This is an optimization exercise on Yosys and OpenROAD, whose aim is small area, not a production implementation.
The RTL was checked by simulation tests, not by an equivalence proof against the original design.
Power is estimated from default activity; no workload was simulated.

## snn_spi_top
module snn_spi_top (
    input  wire logic                SCK,
    input  wire logic                RST_async,
    input  wire logic                MOSI,
    output wire logic                MISO,
    output wire logic [11:0]         cfg_top,
    output wire logic [49:0]         cfg_ctrl,
    output wire logic [187:0]        cfg_net,
    output wire logic [57:0]         mem_req,
    input  wire logic [31:0]         mem_rdata
);
For scale: about 790 cells after synthesis, ~370 flip-flops, about 340 I/O pins, roughly 13000 sq um of cells after synthesis.
==> flow/config.mk <==
export PLATFORM = sky130hd
export DESIGN_NAME = snn_spi_top
export DESIGN_NICKNAME = snn_spi_top
export VERILOG_FILES = /design/flow/design.v
export SDC_FILE = /design/flow/constraint.sdc
export NUM_CORES = 4
export LEC_CHECK = 0
export CAP_MARGIN = 20
export CORE_MARGIN = 2
export CORE_UTILIZATION = 65
export SLEW_MARGIN = 20
==> flow/constraint.sdc <==
create_clock -name core_clock -period 5.0 [get_ports {SCK}]
set_input_delay 1.0000 -clock core_clock [delete_from_list [all_inputs] [get_ports {SCK}]]
set_output_delay 1.0000 -clock core_clock [all_outputs]
set_load 0.01 [all_outputs]
standard.sh (not shown) runs the stock make flow with config.mk's settings and CLKGATE_MAP_FILE= SYNTH_SCRIPT=/design/flow/synth_recipe.tcl, a recipe that flattens the netlist after the stock synthesis.
==> flow/flow/run.sh <==
#!/bin/bash
# The standard ORFS layout with three changes that only affect area:
#  - synthesis maps the combinational logic with an area-oriented ABC script
#    (registers are mapped before ABC runs, so they are the standard ones);
#  - the smallest buffer on the ports;
#  - a clock tree of fewer, larger sink clusters and no dummy loads.
set -euo pipefail
here=$(pwd)
{
  cat <<TCL
proc abc {args} {
  set i [lsearch -exact \$args -script]
  if {\$i >= 0} { lset args [expr {\$i + 1}] $here/flow/abc_area_map.script }
  yosys abc {*}\$args
}
TCL
  cat synth_recipe.tcl
} > flow_synth.tcl
bash standard.sh \
  "SYNTH_SCRIPT=$here/flow_synth.tcl" \
  "BUFFER_PORTS_ARGS=-buffer_cell sky130_fd_sc_hd__buf_1" \
  "CTS_ARGS=-sink_clustering_enable -repair_clock_nets -dont_use_dummy_load -sink_clustering_size 10 -sink_clustering_max_diameter 40 -buf_list {sky130_fd_sc_hd__clkbuf_4}" \
  finish > make_finish.log 2>&1
==> flow/flow/abc_area_map.script <==
strash
dch
map -a
topo
stime -c
The baseline completed without violations.
Then changed:
--- a/flow/design.v
+++ b/flow/design.v
@@ -73,32 +73,30 @@
     output wire logic                MISO,
     output wire logic [11:0]         cfg_top,
     output wire logic [49:0]         cfg_ctrl,
     output wire logic [187:0]        cfg_net,
     output wire logic [57:0]         mem_req,
     input  wire logic [31:0]         mem_rdata
 );
-    logic [31:0] sr_n;       
     logic [31:0] sr;
-    assign sr = ~sr_n;
     logic [4:0]  bit_cnt;
     logic        pend;       
     logic        mvalid;     
     logic        sq;         
     logic        pq;         
     logic        rq;         
     logic [31:0] d_zero;     
     logic [31:0] d_one;      
-    assign d_zero = ~(sr_n | {32{RST_async}});
+    assign d_zero = sr & ~{32{RST_async}};
     assign d_one  = sr |  {32{RST_async}};
     logic [4:0]  tgt_oh;     
     logic        read_any;
     always_ff @(posedge SCK) begin
-        if (read_any) sr_n <= ~mem_rdata;
-        else          sr_n <= ~{sr[30:0], MOSI};
+        if (read_any) sr <= mem_rdata;
+        else          sr <= {sr[30:0], MOSI};
     end
     always_ff @(posedge SCK) begin
         if (RST_async) begin
             bit_cnt <= '0;
             pend    <= 1'b0;
         end else begin
             bit_cnt <= {bit_cnt[3:0], bit_cnt[4] ^ bit_cnt[2] ^ (bit_cnt[3:0] == 4'd0)};
Area after synthesis increases by 0.35%.
Clock-buffer cell count went up by 1.
Routed wire length came out higher by 4.6%.
Via count goes up by 2.1%.
Sequential power is about the same.
Worst setup slack got worse by 0.060 ns.
Final area is about the same.
Global-route usage rises by 1.6 points.

--- another note on this design; it stands on its own ---

==> flow/design.v (excerpt) <==
module snn_spi_top (
    input  wire logic                SCK,
    input  wire logic                RST_async,
    input  wire logic                MOSI,
    output wire logic                MISO,
    output wire logic [11:0]         cfg_top,
    output wire logic [49:0]         cfg_ctrl,
    output wire logic [187:0]        cfg_net,
    output wire logic [57:0]         mem_req,
    input  wire logic [31:0]         mem_rdata
);
For scale: roughly 820 cells after synthesis, about 340 I/O pins.
clock: 5.0 ns
lec_check: 0
cap_margin: 20
core_margin: 2
core_utilization: 50
slew_margin: 20
standard.sh (not shown) runs the stock make flow with config.mk's settings and CLKGATE_MAP_FILE= SYNTH_SCRIPT=/design/flow/synth_recipe.tcl, a recipe that flattens the netlist after the stock synthesis.
==> flow/flow/run.sh <==
#!/bin/bash
# The standard ORFS layout with three changes that only affect area:
#  - synthesis maps the combinational logic with an area-oriented ABC script
#    (registers are mapped before ABC runs, so they are the standard ones);
#  - the smallest buffer on the ports;
#  - a clock tree of fewer, larger sink clusters and no dummy loads.
set -euo pipefail
here=$(pwd)
{
  cat <<TCL
proc abc {args} {
  set i [lsearch -exact \$args -script]
  if {\$i >= 0} { lset args [expr {\$i + 1}] $here/flow/abc_area_map.script }
  yosys abc {*}\$args
}
TCL
  cat synth_recipe.tcl
} > flow_synth.tcl
bash standard.sh \
  "SYNTH_SCRIPT=$here/flow_synth.tcl" \
  "BUFFER_PORTS_ARGS=-buffer_cell sky130_fd_sc_hd__buf_1" \
  "CTS_ARGS=-sink_clustering_enable -repair_clock_nets -dont_use_dummy_load -sink_clustering_size 10 -sink_clustering_max_diameter 40 -buf_list {sky130_fd_sc_hd__clkbuf_4}" \
  finish > make_finish.log 2>&1
==> flow/flow/abc_area_map.script <==
strash
dch
map -a
topo
stime -c
The first run finished clean.
Then changed:
- CORE_UTILIZATION: 50 -> 80
After rerunning: Now the flow reached the layout checks and failed them: setup timing. Routed wire length increases by 21%. Clock skew is about the same. Worst setup slack degrades by 510 ps. Synthesized area does not change. Worst hold slack improves by 3.3 ps. Global-route usage increases by 21 points. First-iteration DRC count increases by 120%. Clock power hardly moves.

[afterwards: timing with drivers on the ports]
The results above use ideal ports. As a check the final layouts listed here were re-extracted and re-timed, cells and wires unchanged.
Step 1 sets driving cells, clkbuf_16 on the clock port and buf_2 on the other inputs (assumed; they add their load-dependent delay and slew).
Step 2 times the ports against the registers' clock, not the clock port: input delays grow and output delays shrink by t, the midpoint of the rising clock arrivals with the driver on.
Slacks: ideal / step 1 / step 2; pairs: ideal / step 1.
run	t (ns)	setup slack, ns	latest minus earliest clock arrival (ns)	worst data-port slew with drivers (ns)
the first run of note 1	0.680	0.441 / 0.441 / 0.441	0.062 / 0.062	0.07
the second run of note 1	0.678	0.381 / 0.381 / 0.381	0.065 / 0.066	0.08
the first run of note 2	0.681	0.416 / 0.416 / 0.416	0.086 / 0.087	0.07
the second run of note 2	0.716	-0.095 / -0.095 / -0.095	0.081 / 0.082	0.08
